From an optimization exercise on the open Yosys and OpenROAD flow, aimed at small area; shortcuts taken in it are not production practice. Only simulation tests tie the RTL to the original design; equivalence was not proved. Power and IR drop assume default switching activity.

==> design/flow/design.v <==
package pacPkg;
  typedef enum logic [1:0] {
    rotUp    = 2'd0,
    rotLeft  = 2'd1,
    rotDown  = 2'd2,
    rotRight = 2'd3
  } rotT;
  typedef enum logic [3:0] {
    cBlack  = 4'd0,
    cBlue   = 4'd1,
    cYellow = 4'd6,
    cWhite  = 4'd7
  } colorT;
  typedef enum logic [5:0] {
    aPacX        = 6'd0,
    aPacY        = 6'd1,
    aFrameSync   = 6'd36,
    aPelletX     = 6'd37,
    aPelletY     = 6'd38,
    aPelletClear = 6'd39,
    aPlayerRot   = 6'd49,
    aPelletData  = 6'd51
  } regAddrT;
  typedef struct packed {
    logic [9:0] hpos;
    logic [9:0] vpos;
    logic       hsync;        
    logic       vsync;        
    logic       frameStart;
  } videoPosT;
  typedef struct packed {
    logic [5:0]  addr;
    logic [15:0] wrData;
    logic        we;
  } hostBusT;
  typedef struct packed {
    logic [4:0] pacX;
    logic [4:0] pacY;
    logic [4:0] pelletX;
    logic [4:0] pelletY;
  } spriteRegsT;
  typedef struct packed {
    logic [4:0] x;
    logic [4:0] y;
  } cellT;
endpackage
module pacmanTop (
  input  logic            clk,
  input  logic            rst,
  input  logic [7:0]      keycode,
  input  logic [5:0]      hostAddr,
  input  logic [15:0]     hostWrData,
  input  logic            hostWe,
  output logic [15:0]     rdData,
  output logic            hsync,
  output logic            vsync,
  output logic [3:0]      rgb,
  output logic            keystrobe
);
  logic [9:0] hCnt, vCnt;
  logic       hEnd, vEnd;
  assign hEnd = hCnt == 10'(800 - 1);
  assign vEnd = vCnt == 10'(525 - 1);
  always_ff @(posedge clk) begin
    if (rst) begin
      hCnt <= '0;
      vCnt <= '0;
    end else if (hEnd) begin
      hCnt <= '0;
      vCnt <= vEnd ? '0 : vCnt + 10'd1;
    end else begin
      hCnt <= hCnt + 10'd1;
    end
  end
  logic [4:0] cellX, cellY;
  logic [3:0] offX, offY;
  assign cellX = hCnt[8:4];
  assign cellY = vCnt[8:4];
  assign offX  = hCnt[3:0];
  assign offY  = vCnt[3:0];
  logic [1:0] dir;
  logic       hit;
  logic [1:0] newDir;
  always_comb begin
    hit    = 1'b1;
    newDir = dir;
    case (keycode)
      8'hf7:   newDir = 2'd0;
      8'hf3:   newDir = 2'd2;
      8'he1:   newDir = 2'd1;
      8'he4:   newDir = 2'd3;
      default: hit = 1'b0;
    endcase
  end
  always_ff @(posedge clk) begin
    if (rst) begin
      dir       <= 2'd1;
      keystrobe <= 1'b0;
    end else begin
      keystrobe <= hit;
      if (hit) dir <= newDir;
    end
  end
  logic [4:0] pacX, pacY, pelX, pelY;
  logic       frameSync;
  logic       wrPelX, wrPelY, pelletClear;
  assign wrPelX      = hostWe && hostAddr == 6'd37;
  assign wrPelY      = hostWe && hostAddr == 6'd38;
  assign pelletClear = hostWe && hostAddr == 6'd39 && hostWrData[0];
  always_ff @(posedge clk) begin
    if (rst) begin
      pacX      <= '0;
      pacY      <= '0;
      pelX      <= '0;
      pelY      <= '0;
      frameSync <= 1'b0;
    end else begin
      if (hostWe && hostAddr == 6'd0) pacX <= hostWrData[4:0];
      if (hostWe && hostAddr == 6'd1) pacY <= hostWrData[4:0];
      if (wrPelX) pelX <= hostWrData[4:0];
      if (wrPelY) pelY <= hostWrData[4:0];
      if (hCnt == '0 && vCnt == '0)        frameSync <= 1'b1;
      else if (hostWe && hostAddr == 6'd36) frameSync <= hostWrData[0];
    end
  end
  logic [27:1] clrCol;
  logic [28:1] clrRow;
  always_comb begin
    for (int x = 1; x <= 27; x++) clrCol[x] = pelX == 5'(x);
    for (int y = 1; y <= 28; y++) clrRow[y] = pelletClear && pelY == 5'(y);
  end
  logic       hostPres, hostValid, hostDemand;
  logic [4:0] rdX, rdY;
  logic       portBit;
  logic [27:1] rdCol;
  logic [28:1] rdRow;
  logic [28:1] rowBit;
  assign hostDemand = hostAddr == 6'd51 && !hostValid;
  assign rdX = hostDemand ? pelX : cellX;
  assign rdY = hostDemand ? pelY : cellY;
  always_comb begin
    for (int x = 1; x <= 27; x++) rdCol[x] = rdX == 5'(x);
    for (int y = 1; y <= 28; y++) rdRow[y] = rdY == 5'(y);
  end
  for (genvar y = 1; y <= 28; y++) begin : row
    pelletRow cells (
      .clk    (clk),
      .rstN   (!rst),
      .clrRowN(!clrRow[y]),
      .clrColN(~clrCol),
      .rdCol  (rdCol),
      .hit    (rowBit[y])
    );
  end
  assign portBit = |(rowBit & rdRow);
  logic present, corner;
  assign present = hostValid ? hostPres : portBit;
  assign corner  = (pelX == 5'd2 || pelX == 5'd27) && (pelY == 5'd4 || pelY == 5'd24);
  always_ff @(posedge clk) begin
    if (rst) begin
      hostPres  <= 1'b0;   
      hostValid <= 1'b1;
    end else if (pelletClear) begin
      hostPres  <= 1'b0;
      hostValid <= 1'b1;
    end else if (wrPelX || wrPelY) begin
      hostValid <= 1'b0;
    end else if (hostDemand) begin
      hostPres  <= portBit;
      hostValid <= 1'b1;
    end
  end
  logic renderBit;
  always_ff @(posedge clk) begin
    if (!hostDemand) renderBit <= portBit;
  end
  logic [4:0] rdMux;
  always_comb begin
    case (hostAddr)
      6'd0:    rdMux = pacX;
      6'd1:    rdMux = pacY;
      6'd36:   rdMux = {4'd0, frameSync};
      6'd37:   rdMux = pelX;
      6'd38:   rdMux = pelY;
      6'd49:   rdMux = {3'd0, dir};
      6'd51:   rdMux = {3'd0, present && corner, present};
      default: rdMux = '0;
    endcase
  end
  logic [4:0] rdLow;
  always_ff @(posedge clk) begin
    if (rst) rdLow <= '0;
    else     rdLow <= rdMux;
  end
  assign rdData = {11'd0, rdLow};
  logic inPlay, wall, dotArea, isPac;
  logic [1:0] color;   
  assign inPlay  = hCnt < 448 && vCnt < 480;
  assign wall    = cellX == '0 || cellY == '0 || cellY == 5'd29;
  assign dotArea = offX >= 6 && offX <= 9 &&
                   offY >= 6 && offY <= 9;
  assign isPac   = cellX == pacX && cellY == pacY;
  always_comb begin
    color = 2'd0;
    if (inPlay) begin
      if (isPac)                       color = 2'd2;
      else if (wall)                   color = 2'd1;
      else if (renderBit && dotArea)   color = 2'd3;
    end
  end
  logic [1:0] colorQ;
  always_ff @(posedge clk) begin
    if (rst) begin
      hsync  <= 1'b1;
      vsync  <= 1'b1;
      colorQ <= 2'd0;
    end else begin
      hsync  <= !(hCnt >= 656 && hCnt <= 751);
      vsync  <= !(vCnt >= 490 && vCnt <= 491);
      colorQ <= color;
    end
  end
  assign rgb = {1'b0, colorQ[1], colorQ[1], colorQ[0]};
endmodule
module pelletRow (
  input  logic        clk,
  input  logic        rstN,
  input  logic        clrRowN,
  input  logic [27:1] clrColN,
  input  logic [27:1] rdCol,
  output logic        hit
);
  logic [27:1] bits, nxt;
  always_comb begin
    for (int x = 1; x <= 27; x++)
      nxt[x] = !(rstN && !(bits[x] && (clrRowN || clrColN[x])));
  end
  always_ff @(posedge clk) bits <= nxt;
  logic [8:0] grpN;
  for (genvar g = 0; g < 9; g++) begin : grp
    selectOr3 sel (
      .bits (nxt[3*g+3:3*g+1]),
      .sel  (rdCol[3*g+3:3*g+1]),
      .hitN (grpN[g])
    );
  end
  assign hit = !(&grpN);
endmodule
module selectOr3 (
  input  logic [2:0] bits,
  input  logic [2:0] sel,
  output logic       hitN
);
  assign hitN = !(|(bits & sel));
endmodule
==> design/flow/run.sh <==
#!/bin/bash
# synth_recipe.tcl (not shown) runs the flow's synth.tcl, then flattens the netlist and writes it again
# the make line also repeats each setting of config.mk as NAME=value (left out here)
make -C /OpenROAD-flow-scripts/flow DESIGN_CONFIG=/design/flow/config.mk WORK_HOME=/design/flow/orfs CLKGATE_MAP_FILE= SYNTH_SCRIPT=/design/flow/synth_recipe.tcl finish
==> design/flow/config.mk <==
export PLATFORM = sky130hd
export DESIGN_NAME = pacmanTop
export DESIGN_NICKNAME = pacmanTop
export VERILOG_FILES = /design/flow/design.v
export SDC_FILE = /design/flow/constraint.sdc
export NUM_CORES = 4
export LEC_CHECK = 0
export CAP_MARGIN = 20
export CORE_MARGIN = 2
export CORE_UTILIZATION = 40
export CTS_BUF_LIST = sky130_fd_sc_hd__clkbuf_8
export CTS_CLUSTER_DIAMETER = 200
export CTS_CLUSTER_SIZE = 12
export SLEW_MARGIN = 20
export SYNTH_HIERARCHICAL = 1
export SYNTH_MINIMUM_KEEP_SIZE = 0
==> design/flow/constraint.sdc <==
create_clock -name core_clock -period 10.0 [get_ports {clk}]
set_input_delay 2.0000 -clock core_clock [delete_from_list [all_inputs] [get_ports {clk}]]
set_output_delay 2.0000 -clock core_clock [all_outputs]
set_load 0.01 [all_outputs]
==> run summary, run 1 <==
- DR WL met3: 8.02 mm
- Clock buffer depth: 3
- Fill cells: 7428
- Synth area leaders: dfxtp_1 54%, nand2_1 11%, o21ai_0 9.5%
- Die span in y: 279 um
- Sink Count: 812
- Drt first pass iters: 8
- # Max-Cap Violations: 0
- First-pass GRT wire length: 147 mm
- Met2 routed WL: 44.2 mm
- Synth Area in Compound Gates: 23.2%
- Post-Synth Adder-Cell Area: 0.331%
- # setup viols final: 0
- Die Area: 77700 um^2
- Global Route Usage Sum: 24.1%
- Largest family of logic cells by synthesized area: compound AO/OA/AOI/OAI gates
- Status: no timing/DRC/antenna violations
- # H-tree levels: 3
- CP Class: in -> reg
- ANT nets after route: 0
- Largest net degree at the start of global routing: 140
- Synth Cell Area: 30200 um^2
- CP Data Arrival Time: 7970 ps
- Synth Area in XOR/XNOR: 0.754%
- Final nets: 3428
- Clk_skew: 31.0 ps
- Layout cells sized above 1: 6.25%
- Clock tree from TritonCTS: done
- Initial antenna violation count: 1
- Tcrit/Tclk final: 75.3%
- Met1 wire length: 41.6 mm
- Grt ovf: 0
- Area leader, netlist: dfxtp_1
- Ys Warns: 8
- Yosys reg bits: 812
- Pwr/cell area: 159 nW/um^2
- Worst Path Max Fanout: 27
- Final GP Congestion: 0.924
- Slew Viols, Final: 0
- Critical Path RT: 10440 ps
- Final hold violations: 0
- Clk slew on worst S/H paths: 90 ps
- DR vias: 26200
- Resized Gates After CTS: 0
- Post-CTS Setup Bufs: 0
- Drt drc: 0
- Top Ports: 56
- Mux share of post-synthesis cell area: 0.485%
- WL/cell: 22.2 um
- I/O Buffers: 32
- Initial Utilization: 40.5%
- Root Driver: clkbuf_8
- HPWL after DPL: 54.8 mm
- Slew @ Worst Pin: 1150 ps
- Via density: 6.00
- RSZ-0062 raised after global routing: false
- FF/Latch Area: 16300 um^2
- Worst-Skew Late Latency: 690 ps
- Tmin final: 7530 ps
- CP Launch Type: input port
- Cts hold-fix bufs: 0
- Max layer used: met4
- Post-synth ARST share: 0%
- Leakage: 11.2 nW
- Post-DP Area: 31200 um^2
- Setup TNS: 0 ps
- Initial DRC count: 3909
- Distinct cells, synth: 67
- WL final: 97.1 mm
- Synth Flop Type: dfxtp_1
- Final std cell area, no fill: 32400 um^2
- F_max: 133 MHz
- Mean Syn Cell Area: 8.92 um^2
- Post-synth top area share: 53.7%
- Die Wd: 279 um
- Area of the multi-input gates: 12700 um^2
- Post-synth EDFFs: 1
- Synthesized instance count: 3385
- Seq/Total Area, Yosys: 53.8%
- Area delta synth->final: 7.29%
- Core Util, Final: 43.5%
- Max rail drop VDD: 0.0000868 V
- Critical Path End Type: flip-flop
- Hold Path Class: reg -> reg
- Num CTS Buffers: 77
- Simple-gate share of the synthesized area: 16.8%
- Vias in the first global route: 24600
- Slew HR: 23.0%
- Core box area: 74600 um^2
- Row Count: 100
## critical path: stages
cell and delay, ps:
clkdlybuf4s50_1 600, nand2_1 120, nor3_1 230, nand2_1 110
nor2_1 490, nand2_1 180, nor3_1 620, nand2_1 830
o21ai_0 380, nand2_1 100, a222oi_1 440, nand4_1 270
or3_1 500, mux2i_1 160, o21ai_0 140, a211oi_1 250
a22o_1 160, a21o_1 290, inv_1 70
## per-stage QoR
step,worst slack [ps],instances,power [mW],hold slack (ps)
3_5_place_dp,1950,4274,3.41,446
6_report,2470,4366,5.16,457
3_3_place_gp,1870,4274,3.41,441
5_1_grt,2180,4365,5.33,477
4_1_cts,2710,4360,5.20,459
2_1_floorplan,3840,3396,3.38,430
## state kept, by name (all words and copies together), names as in the netlist
register	flops
colorQ	2
dir	2
frameSync	1
hCnt	10
hostPres	1
hostValid	1
hsync	1
keystrobe	1
pacX	5
pacY	5
pelX	5
pelY	5
rdLow	5
renderBit	1
row.cells.bits	756
vCnt	10
vsync	1
## modules after synthesis, one instance, submodules excluded
module,cell area (um^2),flops+latches,cells
pacmanTop,4280,56,613
pelletRow,836,27,90
selectOr3,10.0,0,1
## layout by cell type (no fill, tap or decap), types with 16 or more instances in the layout
master / instances
nor2_2: 18
inv_1: 16
a222oi_1: 253
clkbuf_8: 80
clkdlybuf4s50_1: 32
o21ai_1: 200
nand4_1: 37
nor3_1: 19
nor2_1: 52
xor2_1: 17
nand2_1: 887
or3_1: 31
a21oi_1: 44
dfxtp_1: 811
buf_4: 68
o21ai_0: 572
nand3_1: 71
## where the power goes
group          switching (mW)  internal, mW  leakage (nW)
Combinational          0.0707        0.0252          3.98
Sequential            0.00271          3.23          6.58
Clock                    1.09         0.745         0.600
Total                    1.16          4.00          11.2
## layout make-up
class	instances	area share (%)
flip-flops and latches	812	50.2
multi-input cells	2371	39.2
well taps	969	3.74
clock buffers	80	3.40
repair buffers	108	3.01
inverters	17	0.220
clock inverters	6	0.201
diodes	3	0.0232
## metal layers
layer	up-vias	global-route usage (%)
li1	12300	-
met4	0	9.87
met5	-	0
met3	156	3.49
met1	12600	32.9
met2	1151	38.4
## worst paths after layout
| check | startpoint | end | slack [ps] | cells past startpoint |
|---|---|---|---|---|
| setup / recovery | hostAddr[5] | renderBit | 2470 | 19 |
| hold / removal | hostPres | hostPres | 460 | 2 |
| setup reg to reg | hostValid | rdLow[1] | 4340 | 16 |
| hold reg to reg | hostPres | hostPres | 460 | 2 |
## synth_stat cells (9+ instances only)
cell,instances
a21oi_1,44
a222oi_1,253
a22oi_1,10
a31oi_1,12
buf_2,92
buf_4,13
buf_6,58
clkbuf_1,28
dfxtp_1,811
inv_1,16
mux2i_1,11
nand2_1,887
nand3_1,75
nand4_1,37
nor2_1,75
nor3_1,23
o21ai_0,572
o21ai_1,200
or3_1,31
xnor2_1,9
xor2_1,17
## logic make-up (layout without fill, tap and decap cells)
| logic type | after synthesis | in the layout |
|---|---|---|
| and+or+nand+nor | 1192 | 1192 |
| DFF | 812 | 812 |
| other | 1 | 15 |
| AOI/OAI and AO/OA | 1119 | 1119 |
| buffers and inverters | 213 | 211 |
| xor gates and xnor gates | 26 | 26 |
| adders and majority gates | 8 | 8 |
| muxes | 14 | 14 |
==> run 2: changes to the inputs <==
--- a/design/flow/config.mk
+++ b/design/flow/config.mk
@@ -9,7 +9,4 @@
 export CORE_MARGIN = 2
 export CORE_UTILIZATION = 40
-export CTS_BUF_LIST = sky130_fd_sc_hd__clkbuf_8
-export CTS_CLUSTER_DIAMETER = 200
-export CTS_CLUSTER_SIZE = 12
 export SLEW_MARGIN = 20
 export SYNTH_HIERARCHICAL = 1
==> run summary, run 2 <==
- Status: no timing/DRC/antenna violations
- Clock share of power: 49.4% (+14 points)
- Die Wd: 279 um (unchanged)
- Hold path cells: 2 (unchanged)
- Grt ovf: 0 (unchanged)
- Final std cell area, no fill: 34100 um^2 (+5.2%)
- WL final: 97.3 mm (+0.26%)
- Distinct cells, synth: 67 (unchanged)
- Largest registers: row.cells.bits: 756 flops, hCnt: 10 flops, vCnt: 10 flops
- Crit path largest cell delay: 840 ps (about the same)
- RSZ-0062 raised after global routing: false
- Area leader, netlist: dfxtp_1
- Slew HR: 22.0% (-0.95 points)
- Clock buffer depth: 3 (unchanged)
- Initial Utilization: 40.5% (unchanged)
- Mean Syn Cell Area: 8.92 um^2 (unchanged)
- CP top delay family: simple AND/OR/NAND/NOR gates
- Simple-gate share of the synthesized area: 16.8% (unchanged)
- Largest family of logic cells by synthesized area: compound AO/OA/AOI/OAI gates
- First-pass GRT wire length: 147 mm (+0.26%)
- Hold path start: hostPres
- Buf+Inv Stages, Crit Path: 2 (unchanged)
- Post-DP Area: 31200 um^2 (unchanged)
- FF-to-FF Start: hostValid
- Initial antenna violation count: 0 (-1)
- NetSw: 1.38 mW (+19%)
- # setup viols final: 0 (unchanged)
- Vias in the first global route: 24800 (+0.89%)
- Most frequent cell after synthesis: nand2_1
- Row Count: 100 (unchanged)
- Drt drc: 0 (unchanged)
- Slew Viols, Final: 0 (unchanged)
- Critical Path RT: 10390 ps (-50 ps)
- Slowest cell on the critical path: nand2_1
- Tmin final: 7580 ps (+54.3 ps)
- Via density: 5.95 (-0.89%)
- Final GP Congestion: 0.924 (unchanged)
- Worst Path Max Fanout: 27 (unchanged)
- Post-synth top area share: 53.7% (unchanged)
- Slew @ Worst Pin: 1170 ps (+13.7 ps)
- Leakage: 12.0 nW (+7.2%)
- Synth area leaders: dfxtp_1 54%, nand2_1 11%, o21ai_0 9.5%
- Synth Area in XOR/XNOR: 0.754% (unchanged)
- Root Driver: clkbuf_16
- Die span in y: 279 um (unchanged)
- Flop2flop setup slack: 4340 ps (about the same)
- HPWL after DPL: 54.8 mm (unchanged)
- Hold Path Class: reg -> reg
- ANT nets after route: 0 (unchanged)
- WL/cell: 22.0 um (-1.1%)
- Sink Count: 812 (unchanged)
- Die Area: 77700 um^2 (unchanged)
- Layout cells sized above 1: 7.55% (+1.3 points)
- Largest net degree at the start of global routing: 140 (unchanged)
- Largest Register: row.cells.bits
- Worst-Skew Late Latency: 630 ps (-60 ps)
- Internal power: 5.21 mW (+30%)
- Global Route Usage Sum: 24.2% (+0.037 points)
- Mux share of post-synthesis cell area: 0.485% (unchanged)
- Max FFs per register: 756 (unchanged)
- Core box area: 74600 um^2 (unchanged)
- CP most frequent cell: nand2_1
- Yosys reg bits: 812 (unchanged)
- Post-synth EDFFs: 1 (unchanged)
- Drt first pass iters: 10 (+2)
- Pwr/cell area: 193 nW/um^2 (+21%)
- Top Ports: 56 (unchanged)
- Num CTS Buffers: 81 (+5.2%)
- I/O Buffers: 32 (unchanged)
- Worst Hold End: hostPres
- Gate power share: 1.5% (-0.4 points)
- Commonest non-fill, non-tap cell in the layout: nand2_1
- Seq/Total Area, Yosys: 53.8% (unchanged)
- Commonest cells in the netlist: 887 x nand2_1, 811 x dfxtp_1, 572 x o21ai_0
- Clock tree from TritonCTS: done
- DR vias: 26300 (+0.43%)
- Final hold violations: 0 (unchanged)
- Switch share: 21.0% (-1.5 points)
- Synth Area in Compound Gates: 23.2% (unchanged)
- Resized Gates After CTS: 0 (unchanged)
- N_diodes: 0 (-3)
- Cts hold-fix bufs: 0 (unchanged)
- Reg power frac: 49.2% (-13 points)
- CP Data Arrival Time: 7970 ps (about the same)
- Max rail drop VDD: 0.000106 V (+23%)
- Most frequent cells in the layout: 887 x nand2_1, 811 x dfxtp_1, 572 x o21ai_0
- CP Class: in -> reg
- Critical Path End Type: flip-flop
- Reg-to-reg critical path endpoint: rdLow[1]
- F_max: 132 MHz (-0.72%)
- Clk slew on worst S/H paths: 60 ps (-30 ps)
- Setup TNS: 0 ps (unchanged)
- Clk_skew: 23.7 ps (-7.28 ps)
- Synth Flop Type: dfxtp_1
- Hold slack: 454 ps (-3.01 ps)
- CP Launch Type: input port
- Synthesized instance count: 3385 (unchanged)
- # Max-Cap Violations: 0 (unchanged)
- Post-synth ARST share: 0% (unchanged)
- Tcrit/Tclk final: 75.8% (+0.54 points)
- Ys Warns: 8 (unchanged)
- Post-Synth Adder-Cell Area: 0.331% (unchanged)
- R2R cell count: 16 (unchanged)
- Final nets: 3432 (+0.12%)
- Initial DRC count: 3898 (-0.28%)
- Area delta synth->final: 12.9%
- # H-tree levels: 3 (unchanged)
- Synth Cell Area: 30200 um^2 (unchanged)
- CP Cell Sequence: clkdlybuf4s50_1 > nand2_1 > nor3_1 > nand2_1 > nor2_1 > nand2_1 > nor3_1 > nand2_1 > o21ai_0 > nand2_1 > a222oi_1 > nand4_1 > or3_1 > mux2i_1 > o21ai_0 > a211oi_1 > a22o_1 > a21o_1 > inv_1
- Post-CTS Setup Bufs: 0 (unchanged)
-- run 2: cell count changes in the layout (fill, tap and decap cells not counted), sizes merged --
cell	delta
clkinvlp	+2
inv	+3
clkbuf	+35
bufinv	+10
diode	-3
clkinv	+11
-- run 2: Yosys stat by module, one instance, submodules excluded --
module | flops+latches | cell area [um^2] | times used | cells inside
selectOr3 | 0 | 10.0 | 252 | 1
pelletRow | 27 | 836 | 28 | 90
pacmanTop | 56 | 4280 | 1 | 613
-- run 2: per-layer routing --
layer	global-route usage [%]	vias to the layer above	routed length (um)
met5	0	-	0
met1	33.0	12700	42100
met3	3.35	165	7680
met4	10.3	0	3600
li1	-	12400	-
met2	38.3	1093	44000
-- run 2: per-stage QoR --
step	worst slack, ps	cells	total power, mW	utilization (%)
after floorplan	3840	3396	3.38	-
after global placement	1870	4274	3.41	41.8
after detailed placement	1950	4274	3.41	41.8
after CTS	2630	4421	6.63	45.7
after global routing	2100	4424	6.76	45.7
final	2420	4424	6.59	45.7
-- run 2: cell families (layout without fill, tap and decap cells) --
family          count (synthesis)  in the layout
mux                            14             14
flops                         812            812
xor+xnor                       26             26
simple gates                 1192           1192
buf+inv                       213            272
other cells                     1             12
compound gates               1119           1119
fa+ha+maj                       8              8
-- run 2: power groups by stage --
stage                     sequential, mW  clock [mW]  combinational (mW)
final                               3.24        3.26              0.0961
after global routing                3.24        3.42               0.104
after CTS                           3.24        3.30              0.0951
after detailed placement            3.31           0              0.0948
after global placement              3.31           0              0.0956
after floorplan                     3.31           0              0.0709
-- run 2: cell type report --
class / instances / area, um^2
Clock inverter: 32 / 489
Tap cell: 969 / 1210
Sequential cell: 812 / 16300
Clock buffer: 115 / 2380
Fill cell: 7252 / 40500
Inverter: 17 / 71.3
Multi-Input combinational cell: 2371 / 12700
Timing Repair Buffer: 108 / 976
-- run 2: worst max-delay path by stage --
stage | to | slack, ps | cells after the start | start
after floorplan | hostPres | 3840 | 16 | hostAddr[0]
after global placement | renderBit | 1870 | 20 | hostAddr[5]
after detailed placement | renderBit | 1950 | 20 | hostAddr[5]
after CTS | renderBit | 2630 | 20 | hostAddr[5]
after global routing | renderBit | 2100 | 21 | hostAddr[5]
final | renderBit | 2420 | 19 | hostAddr[5]
-- run 2: worst reg2reg max path, cell delays in order, from the launching register on --
cell	delay [ps]
dfxtp_1	320
nand3b_1	210
nor2_4	450
inv_2	290
mux2i_2	590
nand2b_1	370
nor2_2	680
buf_4	450
a222oi_1	170
nand4_1	280
or3_1	250
mux2i_1	130
a2111oi_0	560
a211oi_1	80
a22o_1	230
a21o_1	260
o21ai_1	240
==> run 3: changes to the inputs <==
--- a/design/flow/config.mk
+++ b/design/flow/config.mk
@@ -8,5 +8,8 @@
 export CAP_MARGIN = 20
 export CORE_MARGIN = 2
-export CORE_UTILIZATION = 40
+export CORE_UTILIZATION = 65
+export CTS_BUF_LIST = sky130_fd_sc_hd__clkbuf_4
+export CTS_CLUSTER_DIAMETER = 200
+export CTS_CLUSTER_SIZE = 8
 export SLEW_MARGIN = 20
 export SYNTH_HIERARCHICAL = 1
==> run summary, run 3 <==
- Die span in y: 220 um (-21%)
- Top Ports: 56 (unchanged)
- Most frequent cell after synthesis: nand2_1
- CP Data Arrival Time: 8290 ps (+320 ps)
- Synth Cell Area: 30200 um^2 (unchanged)
- CP most frequent cell: nand2_1
- Synthesized instance count: 3385 (unchanged)
- Row Count: 78 (-22%)
- Clock share of power: 32.7% (-17 points)
- NetSw: 1.11 mW (-19%)
- Pwr/cell area: 157 nW/um^2 (-19%)
- DR vias: 27600 (+5.0%)
- Hold path start: row[25].cells.bits[13]
- CP Class: in -> reg
- Seq/Total Area, Yosys: 53.8% (unchanged)
- Max FFs per register: 756 (unchanged)
- Slew Viols, Final: 0 (unchanged)
- Hold Path Class: reg -> reg
- R2R cell count: 15 (-1)
- Slowest cell on the critical path: clkdlybuf4s50_1
- Status: no timing/DRC/antenna violations
- Worst-Skew Late Latency: 900 ps (+270 ps)
- Initial antenna violation count: 2 (+2)
- Buf+Inv Stages, Crit Path: 2 (unchanged)
- Drt drc: 0 (unchanged)
- Synth Flop Type: dfxtp_1
- Area delta synth->final: 4.58%
- # H-tree levels: 3 (unchanged)
- HPWL after DPL: 56.4 mm (+2.9%)
- Hold slack: 470 ps (+15.3 ps)
- # Max-Cap Violations: 0 (unchanged)
- RSZ-0062 raised after global routing: false
- Crit path largest cell delay: 1040 ps (+200 ps)
- Clk slew on worst S/H paths: 100 ps (+40 ps)
- Critical Path End Type: flip-flop
- Final nets: 3452 (+0.58%)
- Grt ovf: 0 (unchanged)
- Setup TNS: 0 ps (unchanged)
- Switch share: 22.5% (+1.6 points)
- Clk_skew: 49.2 ps (+25.5 ps)
- Root Driver: clkbuf_4
- CP top delay family: simple AND/OR/NAND/NOR gates
- Worst Path Max Fanout: 27 (unchanged)
- Post-synth EDFFs: 1 (unchanged)
- Post-CTS Setup Bufs: 0 (unchanged)
- Worst Hold End: row[25].cells.bits[13]
- Largest Register: row.cells.bits
- WL/cell: 23.7 um (+7.5%)
- Tcrit/Tclk final: 76.3% (+0.52 points)
- Final hold violations: 0 (unchanged)
- PnR Total Power: 4.94 mW (-25%)
- Hold path cells: 2 (unchanged)
- Cts hold-fix bufs: 0 (unchanged)
- FF-to-FF Start: pelY[0]
- Initial Utilization: 66.3% (+26 points)
- Ys Warns: 8 (unchanged)
- Critical Path RT: 10650 ps (+260 ps)
- Flop2flop setup slack: 4250 ps (-90 ps)
- Global Route Usage Sum: 38.2% (+14 points)
- Leakage: 11.1 nW (-7.5%)
- Yosys reg bits: 812 (unchanged)
- Sink Count: 812 (unchanged)
- ANT nets after route: 0 (unchanged)
- Resized Gates After CTS: 0 (unchanged)
- I/O Buffers: 32 (unchanged)
- First-pass GRT wire length: 143 mm (-2.8%)
- Layout cells sized above 1: 7.02% (-0.53 points)
- Gate power share: 1.8% (+0.3 points)
- CP Launch Type: input port
- Die Area: 48200 um^2 (-38%)
- Tmin final: 7630 ps (+51.9 ps)
- Commonest cells in the netlist: 887 x nand2_1, 811 x dfxtp_1, 572 x o21ai_0
- Largest registers: row.cells.bits: 756 flops, hCnt: 10 flops, vCnt: 10 flops
- Synth area leaders: dfxtp_1 54%, nand2_1 11%, o21ai_0 9.5%
- WL final: 95.2 mm (-2.2%)
- Most frequent cells in the layout: 884 x nand2_1, 811 x dfxtp_1, 572 x o21ai_0
- Post-synth top area share: 53.7% (unchanged)
- Distinct cells, synth: 67 (unchanged)
- Area leader, netlist: dfxtp_1
- Clock tree from TritonCTS: done
- Core box area: 45600 um^2 (-39%)
- Via density: 6.86 (+15%)
- Die Wd: 220 um (-21%)
- Mean Syn Cell Area: 8.92 um^2 (unchanged)
- Largest net degree at the start of global routing: 195 (+39%)
- Initial DRC count: 4866 (+25%)
- Clock buffer depth: 3 (unchanged)
- Commonest non-fill, non-tap cell in the layout: nand2_1
- Num CTS Buffers: 111 (+37%)
- CP Cell Sequence: clkdlybuf4s50_1 > nand2_1 > nor2_1 > nand2_1 > nor2_1 > nand2_1 > o21ai_0 > nand2_1 > a222oi_1 > nand3_1 > or3_1 > and4b_1 > a31o_2 > a211oi_1 > a31oi_1 > a211oi_1 > a21o_1 > inv_1
- Max rail drop VDD: 0.000142 V (+33%)
- Final GP Congestion: 1.03 (+11%)
- Reg power frac: 65.4% (+16 points)
- Slew HR: 22.8% (+0.77 points)
- Post-synth ARST share: 0% (unchanged)
- Internal power: 3.83 mW (-26%)
- F_max: 131 MHz (-0.68%)
- Slew @ Worst Pin: 1150 ps (-13.6 ps)
- Drt first pass iters: 13 (+3)
- Reg-to-reg critical path endpoint: renderBit
- # setup viols final: 0 (unchanged)
- Vias in the first global route: 25900 (+4.7%)
[run 3: power groups by stage]
stage	combinational [mW]	sequential [mW]	clock, mW
after floorplan	0.0709	3.31	0
after global placement	0.0854	3.31	0
after detailed placement	0.0888	3.31	0
after CTS	0.0889	3.24	1.63
after global routing	0.0984	3.24	1.76
final	0.0910	3.24	1.62
[run 3: logic make-up (layout without fill, tap and decap cells)]
| family | after synthesis | count (layout) | share of synthesized area (%) |
|---|---|---|---|
| other cells | 1 | 17 | 0.0124 |
| flops | 812 | 812 | 53.8 |
| fa+ha+maj | 8 | 8 | 0.331 |
| mux | 14 | 14 | 0.485 |
| buf+inv | 213 | 235 | 4.64 |
| compound gates | 1119 | 1119 | 23.2 |
| simple gates | 1192 | 1192 | 16.8 |
| xor+xnor | 26 | 26 | 0.754 |
[run 3: worst min-delay path: stages, from the launching register on]
cell and delay, ps:
dfxtp_1 310, o21ai_1 50, nand2_1 70
[run 3: Yosys stat by module, one instance, submodules excluded]
module	cell area, um^2	flip-flops and latches	times used
selectOr3	10.0	0	252
pelletRow	836	27	28
pacmanTop	4280	56	1
[run 3: worst max path at each step]
stage                            from         to  slack, ps  depth (start not counted)
final                          hostWe  renderBit       2370                         18
after global routing           hostWe  renderBit       2190                         18
after CTS                      hostWe  renderBit       2760                         18
after detailed placement       hostWe  renderBit       1810                         18
after global placement         hostWe  renderBit       1910                         16
after floorplan           hostAddr[0]   hostPres       3840                         16
[run 3: stage by stage]
stage               utilization [%]  cells  instance area, um^2  worst slack, ps
floorplan                         -   3396                30200             3840
global placement               67.1   3897                30600             1910
detailed placement             67.1   3897                30600             1810
CTS                            69.2   4017                31500             2760
global route                   69.3   4022                31600             2190
finish                         69.3   4023                31600             2370
[run 3: layer usage]
layer | share of wire, % | vias to the layer above | wire length [um] | global-route usage (%)
li1 | - | 12400 | - | -
met1 | 38 | 13100 | 36100 | 49.0
met2 | 46 | 1819 | 43500 | 61.1
met3 | 11 | 346 | 10200 | 7.04
met4 | 5.7 | 0 | 5450 | 21.5
met5 | 0 | - | 0 | 0
[run 3: final cells by class]
type                       count  area, um^2
inverter                      17        71.3
antenna                        5        12.5
tap                          600         751
sequential                   812       16300
fill                        3659       14000
multi-input combinational   2371       12700
timing repair buffer          98         857
clock buffer                 114         856
clock inverter                 6        83.8
==> run 4: changes to the inputs <==
==> design/flow/flow/run.sh (new file) <==
#!/bin/bash
# The standard layout (standard.sh, unchanged synthesis) with one ORFS
# option set: the port buffers use the smallest buffer cell.
set -euo pipefail
export BUFFER_PORTS_ARGS="-buffer_cell sky130_fd_sc_hd__buf_1"
bash standard.sh > standard.log 2>&1
==> design/flow/standard.sh (new file) <==
#!/bin/bash
# synth_recipe.tcl (not shown) runs the flow's synth.tcl, then flattens the netlist and writes it again
# the make line also repeats each setting of config.mk as NAME=value (left out here)
make -C /OpenROAD-flow-scripts/flow DESIGN_CONFIG=/design/flow/config.mk WORK_HOME=/design/flow/orfs CLKGATE_MAP_FILE= SYNTH_SCRIPT=/design/flow/synth_recipe.tcl "${@:-finish}"
removed: design/flow/run.sh
==> run summary, run 4 <==
- Post-synth ARST share: 0% (unchanged)
- DR vias: 27300 (-1.1%)
- Crit path to: rdLow[0]
- Tcrit/Tclk final: 76.0% (-0.30 points)
- CP Launch Type: input port
- Synth area leaders: dfxtp_1 54%, nand2_1 11%, o21ai_0 9.5%
- Gr busiest metal: met2
- WL final: 93.0 mm (-2.3%)
- Clock buffer depth: 3 (unchanged)
- M3 GR Usage: 7.73% (+0.69 points)
- Layout cells sized above 1: 6.96% (-0.065 points)
- GR Layer Usage met2: 60.4% (-0.70 points)
- Fill cells: 3727 (+1.9%)
- Largest registers: row.cells.bits: 756 flops, hCnt: 10 flops, vCnt: 10 flops
- CP Cell Sequence: buf_1 > nand2_1 > nor2_1 > nand2_1 > nor2_1 > nand2_1 > o21ai_0 > nand2_1 > a222oi_1 > nand4_1 > or3_1 > and4b_1 > a31o_2 > a211oi_1 > a31oi_1 > a211oi_1 > a21o_1 > o21ai_1
- Clk slew on worst S/H paths: 90 ps (about the same)
- Initial antenna violation count: 2 (unchanged)
- Slew Viols, Final: 0 (unchanged)
- RSZ-0062 raised after global routing: false
- HPWL after DPL: 55.2 mm (-2.1%)
- Synth Cell Area: 30200 um^2 (unchanged)
- Synth Flop Type: dfxtp_1
- Final WS setup: 2400 ps (+30.3 ps)
- Vias in the first global route: 25700 (-0.91%)
- Die Area: 48200 um^2 (unchanged)
- Pwr/cell area: 156 nW/um^2 (about the same)
- Commonest non-fill, non-tap cell in the layout: nand2_1
- Max FFs per register: 756 (unchanged)
- Post-synth EDFFs: 1 (unchanged)
- Seq/Total Area, Yosys: 53.8% (unchanged)
- Hold path start: row[26].cells.bits[13]
- Area delta synth->final: 3.80%
- Drt drc: 0 (unchanged)
- Reg-to-reg critical path endpoint: rdLow[0]
- Worst Path Max Fanout: 27 (unchanged)
- Final GP Congestion: 0.935 (-8.9%)
- Max rail drop VDD: 0.000140 V (-1.3%)
- Post-synth top area share: 53.7% (unchanged)
- Tmin final: 7600 ps (-30.3 ps)
- Crit. Startpoint: hostWe
- Placed cells: 3901 (+0.10%)
- F_max: 132 MHz (+0.40%)
- # Max-Cap Violations: 0 (unchanged)
- Distinct cells, synth: 67 (unchanged)
- Synth Area in XOR/XNOR: 0.754% (unchanged)
- Yosys reg bits: 812 (unchanged)
- ANT nets after route: 0 (unchanged)
- Post-Layout Cell Count: 4026 (+0.075%)
- Simple-gate share of the synthesized area: 16.8% (unchanged)
- Drt first pass iters: 14 (+1)
- Mux share of post-synthesis cell area: 0.485% (unchanged)
- Root Driver: clkbuf_4
- Most frequent cells in the layout: 887 x nand2_1, 811 x dfxtp_1, 572 x o21ai_0
- R2R cell count: 15 (unchanged)
- Initial Utilization: 66.3% (unchanged)
- Sink Count: 812 (unchanged)
- Largest net degree at the start of global routing: 243 (+25%)
- # setup viols final: 0 (unchanged)
- I/O Buffers: 32 (unchanged)
- Worst slack, placed: 1930 ps (+119 ps)
- Clock tree from TritonCTS: done
- Synthesized instance count: 3385 (unchanged)
- Crit path largest cell delay: 760 ps (-280 ps)
- Post-Synth Adder-Cell Area: 0.331% (unchanged)
- Num CTS Buffers: 111 (unchanged)
- Slowest cell on the critical path: buf_1
- CP Data Arrival Time: 8370 ps (+80 ps)
- Flop2flop setup slack: 4000 ps (-250 ps)
- CP most frequent cell: nand2_1
- PnR Total Power: 4.91 mW (-0.77%)
- Largest Register: row.cells.bits
- Area leader, netlist: dfxtp_1
- First-pass GRT wire length: 141 mm (-1.8%)
- Largest family of logic cells by synthesized area: compound AO/OA/AOI/OAI gates
- Critical Path RT: 10760 ps (+110 ps)
- Slew HR: 20.3% (-2.4 points)
- Initial DRC count: 5111 (+5.0%)
- GR Layer Usage met1: 47.9% (-1.0 points)
- Post-CTS Setup Bufs: 0 (unchanged)
- Core box area: 45600 um^2 (unchanged)
- Final hold violations: 0 (unchanged)
- Mean Syn Cell Area: 8.92 um^2 (unchanged)
- Leakage: 11.0 nW (-0.82%)
- Resized Gates After CTS: 0 (unchanged)
- Die Wd: 220 um (unchanged)
- # H-tree levels: 3 (unchanged)
- Status: no timing/DRC/antenna violations
- Critical Path End Type: flip-flop
- Ys Warns: 8 (unchanged)
- Final nets: 3455 (+0.087%)
- Grt ovf: 0 (unchanged)
- Row Count: 78 (unchanged)
- Slew @ Worst Pin: 1190 ps (+36.4 ps)
- Synth Area in Compound Gates: 23.2% (unchanged)
- Cts hold-fix bufs: 0 (unchanged)
- Post-DP Area: 30400 um^2 (-0.56%)
- Die span in y: 220 um (unchanged)
- Most frequent cell after synthesis: nand2_1
- CP Class: in -> reg
- Commonest cells in the netlist: 887 x nand2_1, 811 x dfxtp_1, 572 x o21ai_0
- Clk_skew: 57.8 ps (+8.60 ps)
- Hold Path Class: reg -> reg
- Top Ports: 56 (unchanged)
- Setup TNS: 0 ps (unchanged)
- WL/cell: 23.1 um (-2.4%)
- Final std cell area, no fill: 31400 um^2 (-0.74%)
- Worst-Skew Late Latency: 940 ps (+40 ps)
- Global Route Usage Sum: 37.5% (-0.70 points)
- FF-to-FF Start: pelY[1]
- Via density: 6.78 (-1.2%)
-- run 4: cell counts after synthesis --
Identical to the previous run, type by type.
-- run 4: power breakdown --
part           total [mW]  switching, mW  internal [mW]  leakage (nW)
Sequential           3.24        0.00251           3.23          6.58
Combinational      0.0843         0.0679         0.0165          3.84
Clock                1.59           1.04          0.543         0.551
-- run 4: per-layer routing --
layer | share of wire (%) | wire (um)
met5 | 0 | 0
met1 | 38 | 35700
met2 | 46 | 42700
met4 | 4.8 | 4490
met3 | 11 | 10000
-- run 4: cell type report --
class / count / area (um^2) / share of cell area (%)
flip-flops and latches: 812 / 16300 / 51.9
multi-input cells: 2371 / 12700 / 40.4
clock buffers: 112 / 841 / 2.68
well taps: 600 / 751 / 2.39
repair buffers: 101 / 676 / 2.15
inverters: 17 / 71.3 / 0.227
clock inverters: 8 / 63.8 / 0.204
diodes: 5 / 12.5 / 0.0399
-- run 4: logic make-up (layout without fill, tap and decap cells) --
group / after synthesis / count (layout)
multiplexers: 14 / 14
buffers and inverters: 213 / 238
other: 1 / 17
AND/OR/NAND/NOR: 1192 / 1192
AO/OA/AOI/OAI: 1119 / 1119
flip-flops: 812 / 812
XOR/XNOR: 26 / 26
adder cells (fa/ha/maj): 8 / 8
-- run 4: how the worst min path moves through the flow --
stage,to,slack (ps),cells past startpoint
2_1_floorplan,row[10].cells.bits[1],430,2
3_3_place_gp,row[12].cells.bits[1],440,2
3_5_place_dp,row[5].cells.bits[1],450,2
4_1_cts,hostPres,460,2
5_1_grt,row[26].cells.bits[4],480,2
6_report,row[26].cells.bits[13],460,2
-- run 4: worst max-delay path, delay by kind of cell --
kind | cells | cell delay, ps
and+or+nand+nor | 9 | 3320
AOI/OAI and AO/OA | 8 | 2270
buffers and inverters | 1 | 760
-- run 4: per-stage QoR --
stage / util (%) / hold slack [ps]
CTS: 68.7 / 465
global route: 68.8 / 483
finish: 68.8 / 465
detailed placement: 66.8 / 447
floorplan: - / 430
global placement: 66.8 / 440
-- run 4: modules after synthesis, one instance, submodules excluded --
module     flip-flops and latches  cell area [um^2]  times used  cells
pelletRow                      27               836          28     90
pacmanTop                      56              4280           1    613
selectOr3                       0              10.0         252      1
==> run 5: changes to the inputs <==
--- a/design/flow/config.mk
+++ b/design/flow/config.mk
@@ -8,5 +8,5 @@
 export CAP_MARGIN = 20
 export CORE_MARGIN = 2
-export CORE_UTILIZATION = 65
+export CORE_UTILIZATION = 50
 export CTS_BUF_LIST = sky130_fd_sc_hd__clkbuf_4
 export CTS_CLUSTER_DIAMETER = 200
==> run summary, run 5 <==
- Synth Cell Area: 30200 um^2 (unchanged)
- First-pass GRT wire length: 153 mm (+8.6%)
- Row Count: 90 (+15%)
- CP Launch Type: input port
- Seq/Total Area, Yosys: 53.8% (unchanged)
- Clk slew on worst S/H paths: 100 ps (about the same)
- I/O Buffers: 32 (unchanged)
- Slew Viols, Final: 0 (unchanged)
- Worst slack, placed: 2170 ps (+241 ps)
- Drt drc: 0 (unchanged)
- Placed cells: 4085 (+4.7%)
- Grt ovf: 0 (unchanged)
- Clock tree from TritonCTS: done
- Crit. Startpoint: hostAddr[5]
- Distinct cells, synth: 67 (unchanged)
- RSZ-0062 raised after global routing: false
- Top Ports: 56 (unchanged)
- FF-to-FF Start: pelY[3]
- Yosys reg bits: 812 (unchanged)
- Die Wd: 250 um (+14%)
- Largest registers: row.cells.bits: 756 flops, hCnt: 10 flops, vCnt: 10 flops
- Commonest cells in the netlist: 887 x nand2_1, 811 x dfxtp_1, 572 x o21ai_0
- Most frequent cell after synthesis: nand2_1
- # setup viols final: 0 (unchanged)
- Post-Layout Cell Count: 4208 (+4.5%)
- Core box area: 60000 um^2 (+32%)
- F_max: 142 MHz (+7.6%)
- Die span in y: 250 um (+14%)
- Post-synth EDFFs: 1 (unchanged)
- DR vias: 27100 (-0.60%)
- Fill cells: 5559 (+49%)
- Die Area: 62400 um^2 (+29%)
- Worst Path Max Fanout: 27 (unchanged)
- Hold slack: 467 ps (+2.51 ps)
- Via density: 6.45 (-4.9%)
- Final WS setup: 2940 ps (+539 ps)
- Hold Path Class: reg -> reg
- ANT nets after route: 0 (unchanged)
- Post-CTS Setup Bufs: 0 (unchanged)
- Root Driver: clkbuf_4
- Initial antenna violation count: 1 (-1)
- Initial DRC count: 3987 (-22%)
- Largest net degree at the start of global routing: 207 (-15%)
- Clock buffer depth: 3 (unchanged)
- Critical Path End Type: flip-flop
- Synth area leaders: dfxtp_1 54%, nand2_1 11%, o21ai_0 9.5%
- Max rail drop VDD: 0.0000872 V (-38%)
- Mean Syn Cell Area: 8.92 um^2 (unchanged)
- WL final: 101 mm (+8.2%)
- Leakage: 11.0 nW (+0.18%)
- Tcrit/Tclk final: 70.6% (-5.4 points)
- Post-synth top area share: 53.7% (unchanged)
- Most frequent cells in the layout: 887 x nand2_1, 811 x dfxtp_1, 572 x o21ai_0
- Worst-Skew Late Latency: 930 ps (about the same)
- Critical Path RT: 10670 ps (-90 ps)
- Hold path start: row[28].cells.bits[2]
- Final nets: 3457 (+0.058%)
- Cts hold-fix bufs: 0 (unchanged)
- Status: no timing/DRC/antenna violations
- Synthesized instance count: 3385 (unchanged)
- # Max-Cap Violations: 0 (unchanged)
- CP Data Arrival Time: 7730 ps (-640 ps)
- Pwr/cell area: 157 nW/um^2 (+0.41%)
- Post-synth ARST share: 0% (unchanged)
- Slew @ Worst Pin: 1090 ps (-102 ps)
- Commonest non-fill, non-tap cell in the layout: nand2_1
- Synth Flop Type: dfxtp_1
- Slew HR: 27.3% (+7.0 points)
- Ys Warns: 8 (unchanged)
- Max FFs per register: 756 (unchanged)
- # H-tree levels: 3 (unchanged)
- HPWL after DPL: 58.6 mm (+6.2%)
- Final GP Congestion: 0.929 (-0.58%)
- Sink Count: 812 (unchanged)
- Vias in the first global route: 26400 (+2.6%)
- Area delta synth->final: 4.71%
- Tmin final: 7060 ps (-539 ps)
- Setup TNS: 0 ps (unchanged)
- Num CTS Buffers: 111 (unchanged)
- Largest Register: row.cells.bits
- CP Class: in -> reg
- Layout cells sized above 1: 7.10% (+0.14 points)
- Initial Utilization: 50.3% (-16 points)
- Global Route Usage Sum: 31.4% (-6.2 points)
- Drt first pass iters: 9 (-5)
- WL/cell: 23.9 um (+3.5%)
- Resized Gates After CTS: 0 (unchanged)
- Area leader, netlist: dfxtp_1
- PnR Total Power: 4.97 mW (+1.3%)
- Final hold violations: 0 (unchanged)
- Clk_skew: 49.7 ps (-8.04 ps)
==> run 5: critical path: stages <==
cell and delay [ps]:
buf_1 250, nand2_1 130, nor3_1 260, nand2_1 120, nor2_1 530, nand2_1 210
nor2_1 420, nand2_1 740, o21ai_0 380, nand2_1 100, a222oi_1 430, nand4_1 290
or3_1 460, and4b_1 220, a31o_2 210, a211oi_1 220, a31oi_1 110, a211oi_1 260
a21o_1 290, inv_1 70
==> run 5: where the power goes <==
group          internal (mW)  leakage, nW  switching [mW]
clock                  0.579        0.570            1.07
combinational         0.0166         3.84          0.0687
sequential              3.23         6.58         0.00272
==> run 5: layer usage <==
metal | track usage [%] | wire (um) | up-vias
met1 | 40.8 | 41000 | 13200
li1 | - | - | 12400
met4 | 14.5 | 3830 | 0
met3 | 5.69 | 9080 | 185
met5 | 0 | 0 | -
met2 | 50.7 | 46600 | 1364
==> run 5: worst paths after layout <==
kind | to | slack [ps] | cells past startpoint
hold / removal | row[28].cells.bits[2] | 470 | 2
hold reg to reg | row[28].cells.bits[2] | 470 | 2
setup / recovery | renderBit | 2940 | 20
setup reg to reg | renderBit | 4390 | 14
==> run 5: cell families (layout without fill, tap and decap cells) <==
family / count (synthesis) / after routing / synth area share (%)
simple gates: 1192 / 1192 / 16.8
compound gates: 1119 / 1119 / 23.2
flops: 812 / 812 / 53.8
buf+inv: 213 / 240 / 4.64
fa+ha+maj: 8 / 8 / 0.331
other cells: 1 / 15 / 0.0124
mux: 14 / 14 / 0.485
xor+xnor: 26 / 26 / 0.754
==> run 5: area by class of cell <==
| cell class | count | area (um^2) | share of cell area, % |
|---|---|---|---|
| Antenna cell | 3 | 7.51 | 0.0237 |
| Clock buffer | 115 | 863 | 2.73 |
| Clock inverter | 5 | 81.3 | 0.257 |
| Inverter | 17 | 76.3 | 0.241 |
| Multi-Input combinational cell | 2371 | 12700 | 40.1 |
| Sequential cell | 812 | 16300 | 51.4 |
| Tap cell | 782 | 978 | 3.09 |
| Timing Repair Buffer | 103 | 666 | 2.10 |
==> run 5: per-stage QoR <==
step,util [%],instance area (um^2)
after global routing,52.7,31600
after detailed placement,51.1,30600
after CTS,52.6,31600
after floorplan,-,30200
after global placement,51.1,30600
final,52.7,31600
==> run 5: modules after synthesis, one instance, submodules excluded <==
module	cells inside	times used	flip-flops and latches
pelletRow	90	28	27
selectOr3	1	252	0
pacmanTop	613	1	56
==> run 6: changes to the inputs <==
==> design/flow/flow/run.sh (replaced) <==
#!/bin/bash
# Standard layout, with the port buffers made from the smallest buffer cell.
cp standard.sh standard_sh.log
export BUFFER_PORTS_ARGS="-buffer_cell sky130_fd_sc_hd__buf_1"
bash standard.sh > standard.log 2>&1
--- a/design/flow/config.mk
+++ b/design/flow/config.mk
@@ -8,8 +8,8 @@
 export CAP_MARGIN = 20
 export CORE_MARGIN = 2
-export CORE_UTILIZATION = 50
-export CTS_BUF_LIST = sky130_fd_sc_hd__clkbuf_4
+export CORE_UTILIZATION = 40
+export CTS_BUF_LIST = sky130_fd_sc_hd__clkbuf_8
 export CTS_CLUSTER_DIAMETER = 200
-export CTS_CLUSTER_SIZE = 8
+export CTS_CLUSTER_SIZE = 12
 export SLEW_MARGIN = 20
 export SYNTH_HIERARCHICAL = 1
==> run summary, run 6 <==
- # Max-Cap Violations: 0 (unchanged)
- GR Layer Usage met2: 36.8% (-14 points)
- Seq/Total Area, Yosys: 53.8% (unchanged)
- Worst Path Max Fanout: 27 (unchanged)
- Global Route Usage Sum: 23.8% (-7.6 points)
- Initial DRC count: 4068 (+2.0%)
- Clock tree from TritonCTS: done
- Max FFs per register: 756 (unchanged)
- Top Ports: 56 (unchanged)
- Grt ovf: 0 (unchanged)
- Setup TNS: 0 ps (unchanged)
- Post-synth top area share: 53.7% (unchanged)
- Ys Warns: 8 (unchanged)
- Hold path cells: 2 (unchanged)
- Synth Cell Area: 30200 um^2 (unchanged)
- CP top delay family: simple AND/OR/NAND/NOR gates
- Mean Syn Cell Area: 8.92 um^2 (unchanged)
- Drt drc: 0 (unchanged)
- Num CTS Buffers: 77 (-31%)
- Layout cells sized above 1: 6.16% (-0.94 points)
- Initial antenna violation count: 1 (unchanged)
- Initial Utilization: 40.5% (-9.8 points)
- Clock buffer depth: 3 (unchanged)
- CP Class: in -> reg
- Die Wd: 279 um (+12%)
- Drt first pass iters: 10 (+1)
- Critical Path RT: 10450 ps (-220 ps)
- ANT nets after route: 0 (unchanged)
- Vias in the first global route: 24300 (-7.9%)
- I/O Buffers: 32 (unchanged)
- Post-synth EDFFs: 1 (unchanged)
- F_max: 139 MHz (-2.1%)
- Commonest non-fill, non-tap cell in the layout: nand2_1
- HPWL after DPL: 52.9 mm (-9.7%)
- Final nets: 3427 (-0.87%)
- Gr busiest metal: met2
- GR Layer Usage met1: 32.9% (-7.9 points)
- Die span in y: 279 um (+12%)
- Clk_skew: 31.1 ps (-18.6 ps)
- Hold Path Class: reg -> reg
- Most frequent cells in the layout: 887 x nand2_1, 811 x dfxtp_1, 572 x o21ai_0
- Commonest cells in the netlist: 887 x nand2_1, 811 x dfxtp_1, 572 x o21ai_0
- Resized Gates After CTS: 0 (unchanged)
- Leakage: 11.1 nW (+0.63%)
- Synth Flop Type: dfxtp_1
- Critical Path End Type: flip-flop
- Area delta synth->final: 6.48%
- Most frequent cell after synthesis: nand2_1
- Largest net degree at the start of global routing: 147 (-29%)
- Yosys reg bits: 812 (unchanged)
- Post-Layout Cell Count: 4364 (+3.7%)
- Largest Register: row.cells.bits
- M3 GR Usage: 3.58% (-2.1 points)
- Root Driver: clkbuf_8
- Crit path depth: 19 (-5.0%)
- R2R cell count: 14 (unchanged)
- Pwr/cell area: 161 nW/um^2 (+2.2%)
- Sink Count: 812 (unchanged)
- Synth area leaders: dfxtp_1 54%, nand2_1 11%, o21ai_0 9.5%
- Core box area: 74600 um^2 (+24%)
- Placed cells: 4275 (+4.7%)
- Post-CTS Setup Bufs: 0 (unchanged)
- Tcrit/Tclk final: 72.1% (+1.5 points)
- Hold slack: 462 ps (-5.33 ps)
- Largest registers: row.cells.bits: 756 flops, hCnt: 10 flops, vCnt: 10 flops
- Clk slew on worst S/H paths: 90 ps (about the same)
- CP most frequent cell: nand2_1
- Synthesized instance count: 3385 (unchanged)
- Via density: 5.97 (-7.4%)
- CP Launch Type: input port
- Die Area: 77700 um^2 (+25%)
- WL final: 96.0 mm (-4.6%)
- Core Util, Final: 43.1% (-9.6 points)
- Tmin final: 7210 ps (+150 ps)
- Buf+Inv Stages, Crit Path: 2 (unchanged)
- Post-synth ARST share: 0% (unchanged)
- Worst-Skew Late Latency: 690 ps (-240 ps)
- Row Count: 100 (+11%)
- # H-tree levels: 3 (unchanged)
- Slowest cell on the critical path: nand2_1
- Cts hold-fix bufs: 0 (unchanged)
- CP Cell Sequence: buf_1 > nand2_1 > nor3_1 > nand2_1 > nor2_1 > nand2_1 > nor3_1 > nand2_1 > o21ai_0 > nand2_1 > a222oi_1 > nand4_1 > or3_1 > mux2i_1 > o21ai_0 > a211oi_1 > a22o_1 > a21o_1 > inv_1
- Crit path largest cell delay: 810 ps (+70 ps)
- Area leader, netlist: dfxtp_1
- # setup viols final: 0 (unchanged)
- Max rail drop VDD: 0.0000840 V (-3.7%)
- RSZ-0062 raised after global routing: false
- Distinct cells, synth: 67 (unchanged)
- CP Data Arrival Time: 7660 ps (-70 ps)
- WL/cell: 22.0 um (-8.0%)
- Final GP Congestion: 0.920 (-1.0%)
- Slew HR: 22.9% (-4.4 points)
- DR vias: 26100 (-3.9%)
- Final hold violations: 0 (unchanged)
- Slew Viols, Final: 0 (unchanged)
- Status: no timing/DRC/antenna violations
- Slew @ Worst Pin: 1150 ps (+63.8 ps)
- First-pass GRT wire length: 145 mm (-4.9%)
[run 6: worst paths after layout]
| check | startpoint | end | slack, ps |
|---|---|---|---|
| setup / recovery | hostAddr[5] | renderBit | 2790 |
| hold / removal | hostPres | hostPres | 460 |
| setup reg to reg | pelY[3] | renderBit | 4360 |
| hold reg to reg | hostPres | hostPres | 460 |
[run 6: tightest hold or removal path, stage by stage, from the launching register on]
cell and delay (ps):
dfxtp_1 320, nand3_1 60, o21ai_1 50
[run 6: cells by family (layout without fill, tap and decap cells)]
kind of cell | count (synthesis) | after routing | share of synthesized area (%)
AOI/OAI and AO/OA | 1119 | 1119 | 23.2
xor gates and xnor gates | 26 | 26 | 0.754
adders and majority gates | 8 | 8 | 0.331
buffers and inverters | 213 | 210 | 4.64
DFF | 812 | 812 | 53.8
muxes | 14 | 14 | 0.485
other | 1 | 14 | 0.0124
and+or+nand+nor | 1192 | 1192 | 16.8
[run 6: cell type report]
type	instances	area (um^2)
Timing Repair Buffer	107	737
Clock buffer	81	1110
Multi-Input combinational cell	2371	12700
Sequential cell	812	16300
Tap cell	969	1210
Antenna cell	2	5.00
Inverter	17	71.3
Clock inverter	5	58.8
Fill cell	7446	42400
[run 6: Yosys stat by module (local to each module, per instance)]
module	copies in the design	flip-flops and latches	cell area, um^2	cells inside
selectOr3	252	0	10.0	1
pelletRow	28	27	836	90
pacmanTop	1	56	4280	613
[run 6: stage by stage]
stage	power [mW]	setup WS (ps)	instance area, um^2
after floorplan	3.38	3840	30200
after global placement	3.40	2350	31000
after detailed placement	3.40	2350	31000
after CTS	5.20	3080	32100
after global routing	5.33	2450	32200
final	5.17	2790	32200
[run 6: per-layer routing]
| metal | vias to the layer above | part of all wire (%) |
|---|---|---|
| met2 | 1171 | 45 |
| met1 | 12500 | 43 |
| li1 | 12300 | - |
| met4 | 0 | 3.9 |
| met3 | 171 | 8.0 |
| met5 | - | 0 |
[run 6: power by group]
group	switching, mW	leakage, nW	internal, mW
Combinational	0.0694	3.87	0.0176
Sequential	0.00278	6.58	3.23
Clock	1.09	0.611	0.753
==> run 7: changes to the inputs <==
==> design/flow/flow/run.sh (replaced) <==
#!/bin/bash
# The standard layout (standard.sh, unchanged synthesis), with two ORFS
# options set: the port buffers use the smallest buffer cell, and after global
# routing the resizer downsizes gates off the critical paths.
set -euo pipefail
export BUFFER_PORTS_ARGS="-buffer_cell sky130_fd_sc_hd__buf_1"
export RECOVER_POWER=100
bash standard.sh > standard.log 2>&1
--- a/design/flow/config.mk
+++ b/design/flow/config.mk
@@ -8,8 +8,8 @@
 export CAP_MARGIN = 20
 export CORE_MARGIN = 2
-export CORE_UTILIZATION = 40
-export CTS_BUF_LIST = sky130_fd_sc_hd__clkbuf_8
+export CORE_UTILIZATION = 65
+export CTS_BUF_LIST = sky130_fd_sc_hd__clkbuf_4
 export CTS_CLUSTER_DIAMETER = 200
-export CTS_CLUSTER_SIZE = 12
+export CTS_CLUSTER_SIZE = 8
 export SLEW_MARGIN = 20
 export SYNTH_HIERARCHICAL = 1
==> run summary, run 7 <==
- Row Count: 78 (-22%)
- Slew HR: -14.5% (-37 points)
- Critical Path RT: 10810 ps (+360 ps)
- Final hold violations: 0 (unchanged)
- Flop2flop setup slack: 2560 ps (-1800 ps)
- Clock buffer depth: 3 (unchanged)
- Initial Utilization: 66.3% (+26 points)
- Commonest non-fill, non-tap cell in the layout: nand2_1
- Slew @ Worst Pin: 1720 ps (+566 ps)
- Synth Cell Area: 30200 um^2 (unchanged)
- Leakage: 11.1 nW (+0.10%)
- Die span in y: 220 um (-21%)
- Layout cells sized above 1: 6.64% (+0.48 points)
- Ys Warns: 8 (unchanged)
- Reg-to-reg critical path endpoint: rdLow[0]
- Initial DRC count: 5129 (+26%)
- I/O Buffers: 32 (unchanged)
- Initial antenna violation count: 2 (+1)
- PnR Total Power: 4.90 mW (-5.1%)
- Area leader, netlist: dfxtp_1
- Die Area: 48200 um^2 (-38%)
- Top Ports: 56 (unchanged)
- Max FFs per register: 756 (unchanged)
- Global Route Usage Sum: 37.5% (+14 points)
- Largest Register: row.cells.bits
- Distinct cells, synth: 67 (unchanged)
- Clk slew on worst S/H paths: 100 ps (about the same)
- Clk_skew: 54.6 ps (+23.5 ps)
- Yosys reg bits: 812 (unchanged)
- DR vias: 27300 (+4.7%)
- CP Data Arrival Time: 9350 ps (+1690 ps)
- Synth area leaders: dfxtp_1 54%, nand2_1 11%, o21ai_0 9.5%
- Crit path depth: 17 (-2)
- Post-synth ARST share: 0% (unchanged)
- Worst-Skew Late Latency: 930 ps (+240 ps)
- Buf+Inv Stages, Crit Path: 3 (+1)
- Worst Hold End: hostPres
- WL final: 92.9 mm (-3.2%)
- Area delta synth->final: 3.65%
- Fill cells: 3737 (-50%)
- Reg power frac: 66.0% (+3.4 points)
- Max rail drop VDD: 0.000140 V (+67%)
- NetSw: 1.11 mW (-4.4%)
- Post-DP Area: 30400 um^2 (-1.7%)
- First-pass GRT wire length: 141 mm (-3.1%)
- Hold slack: 466 ps (+4.30 ps)
- Placed cells: 3901 (-8.7%)
- Slew Viols, Final: 33 (+33)
- Drt drc: 0 (unchanged)
- Post-CTS Setup Bufs: 0 (unchanged)
- Slowest cell on the critical path: nor2_1
- Gate power share: 1.7% (about the same)
- Root Driver: clkbuf_4
- # Max-Cap Violations: 1 (+1)
- # H-tree levels: 3 (unchanged)
- CP Class: in -> reg
- Via density: 6.78 (+14%)
- CP Launch Type: input port
- Internal power: 3.79 mW (-5.3%)
- Hold path cells: 2 (unchanged)
- Vias in the first global route: 25700 (+5.8%)
- # setup viols final: 0 (unchanged)
- Clock share of power: 32.3% (-3.4 points)
- Largest registers: row.cells.bits: 756 flops, hCnt: 10 flops, vCnt: 10 flops
- Post-synth EDFFs: 1 (unchanged)
- Post-synth top area share: 53.7% (unchanged)
- Sink Count: 812 (unchanged)
- Pwr/cell area: 157 nW/um^2 (-2.5%)
- Cts hold-fix bufs: 0 (unchanged)
- RSZ-0062 raised after global routing: false
- Num CTS Buffers: 111 (+44%)
- CP top delay family: simple AND/OR/NAND/NOR gates
- Status: failed layout checks
- Tmin final: 8530 ps (+1320 ps)
- F_max: 117 MHz (-15%)
- Commonest cells in the netlist: 887 x nand2_1, 811 x dfxtp_1, 572 x o21ai_0
- Hold Path Class: reg -> reg
- SO Faults: capacitance limit, slew limit
- HPWL after DPL: 55.2 mm (+4.3%)
- Clock tree from TritonCTS: done
- Switch share: 22.7% (+0.16 points)
- Setup TNS: 0 ps (unchanged)
- Mean Syn Cell Area: 8.92 um^2 (unchanged)
- ANT nets after route: 0 (unchanged)
- Final GP Congestion: 0.935 (+1.6%)
- Drt first pass iters: 9 (-1)
- Tcrit/Tclk final: 85.3% (+13 points)
- Core box area: 45600 um^2 (-39%)
- Final nets: 3455 (+0.82%)
- Post-Layout Cell Count: 4026 (-7.7%)
- R2R cell count: 16 (+2)
- WL/cell: 23.1 um (+4.9%)
- Seq/Total Area, Yosys: 53.8% (unchanged)
- Grt ovf: 0 (unchanged)
- CP Cell Sequence: buf_1 > nand3b_1 > nor2_1 > inv_1 > mux2i_1 > nand2b_1 > nor2_1 > buf_4 > a222oi_1 > nand4_1 > or3_1 > mux2i_1 > a2111oi_0 > a211oi_1 > a22o_1 > a21o_1 > o21ai_1
- Die Wd: 220 um (-21%)
- Crit path largest cell delay: 1160 ps (+350 ps)
- Synthesized instance count: 3385 (unchanged)
- Resized Gates After CTS: 0 (unchanged)
- FF-to-FF Start: hostValid
- Hold path start: hostPres
- Most frequent cells in the layout: 887 x nand2_1, 811 x dfxtp_1, 762 x o21ai_0
- Most frequent cell after synthesis: nand2_1
- Worst Path Max Fanout: 18 (-33%)
- Largest net degree at the start of global routing: 243 (+65%)
- Final std cell area, no fill: 31300 um^2 (-2.7%)
- Synth Flop Type: dfxtp_1
- Critical Path End Type: flip-flop
## run 7: worst max-delay path by stage
stage / from / endpoint / slack (ps)
after global routing: hostAddr[0] / rdLow[0] / 1280
after global placement: hostWe / renderBit / 2130
after floorplan: hostAddr[0] / hostPres / 3840
after detailed placement: hostWe / renderBit / 1930
after CTS: hostWe / renderBit / 2900
final: hostAddr[0] / rdLow[0] / 1470
## run 7: cell families after synthesis
family | after synthesis | share of synthesized area [%]
buffers and inverters | 213 | 4.64
AO/OA/AOI/OAI | 1119 | 23.2
AND/OR/NAND/NOR | 1192 | 16.8
XOR/XNOR | 26 | 0.754
flip-flops | 812 | 53.8
other | 1 | 0.0124
adder cells (fa/ha/maj) | 8 | 0.331
multiplexers | 14 | 0.485
## run 7: metrics by stage
step           setup slack (ps)  util [%]
2_1_floorplan              3840         -
3_3_place_gp               2130      66.8
3_5_place_dp               1930      66.8
4_1_cts                    2900      68.7
5_1_grt                    1280      68.7
6_report                   1470      68.7
## run 7: metal layers
| metal | wire [um] | GRT usage (%) | share of wire [%] | vias to the layer above |
|---|---|---|---|---|
| li1 | - | - | - | 12400 |
| met1 | 35800 | 47.9 | 39 | 13000 |
| met2 | 42500 | 60.4 | 46 | 1684 |
| met3 | 10100 | 7.73 | 11 | 286 |
| met4 | 4610 | 19.3 | 5.0 | 0 |
| met5 | 0 | 0 | 0 | - |
## run 7: power by group through the flow
stage | clock [mW] | sequential [mW] | combinational (mW)
3_3_place_gp | 0 | 3.31 | 0.0783
3_5_place_dp | 0 | 3.31 | 0.0815
4_1_cts | 1.60 | 3.24 | 0.0819
5_1_grt | 1.73 | 3.24 | 0.0909
6_report | 1.58 | 3.24 | 0.0840
2_1_floorplan | 0 | 3.31 | 0.0709
## run 7: worst register-to-register path, cell delays in order (launching register included)
cell and delay (ps):
dfxtp_1 330, nand3b_1 190, nor2_1 1120, inv_1 730, mux2i_1 920, nand2b_1 440, nor2_1 1160, buf_4 460
a222oi_1 160, nand4_1 170, or3_1 230, mux2i_1 150, a2111oi_0 520, a211oi_1 80, a22o_1 230, a21o_1 270
o21ai_1 200
## run 7: Yosys stat by module (local to each module, per instance)
module / flip-flops and latches / area (um^2) / cells inside / copies in the design
selectOr3: 0 / 10.0 / 1 / 252
pacmanTop: 56 / 4280 / 613 / 1
pelletRow: 27 / 836 / 90 / 28
## run 7: layout make-up
class / instances / area (um^2) / share of cell area (%)
antenna: 5 / 12.5 / 0.0400
clock buffer: 112 / 841 / 2.69
clock inverter: 8 / 63.8 / 0.204
inverter: 17 / 71.3 / 0.228
multi-input combinational: 2371 / 12600 / 40.4
sequential: 812 / 16300 / 52.0
tap: 600 / 751 / 2.40
timing repair buffer: 101 / 664 / 2.12

[separate check: timing with driven ports]
The flow's constraints put no driver on any port. The routed layouts listed below were extracted and timed again, unchanged, in two steps. Step 1 sets driving cells, clkbuf_16 on the clock port and buf_2 on the other inputs (assumed; they add their load-dependent delay and slew). Step 2, shift: input delay + t, output delay - t, t = (earliest + latest rising clock arrival at the registers) / 2. This alone moves slack from input paths to output paths. a / b / c = ideal / step 1 / step 2; a / b = the first two.
run | t (ns) | setup slack, ns | worst register clock-pin slew, ns | cell pins on the clock port's net
run 1 | 0.736 | 2.472 / 2.510 / 1.774 | 0.09 / 0.09 | 1
run 2 | 0.687 | 2.418 / 2.460 / 1.773 | 0.07 / 0.07 | 1
run 3 | 0.946 | 2.366 / 2.397 / 1.451 | 0.11 / 0.11 | 1
run 4 | 0.967 | 2.396 / 2.420 / 1.453 | 0.11 / 0.11 | 1
run 5 | 0.963 | 2.936 / 2.969 / 2.006 | 0.11 / 0.11 | 1
run 6 | 0.734 | 2.786 / 2.821 / 2.087 | 0.10 / 0.10 | 1
run 7 | 0.962 | 1.466 / 1.504 / 0.542 | 0.11 / 0.11 | 1
For run 4, which loses most, drivers alone change the setup slack by +0.024 ns; drivers and shift together by -0.943 ns.
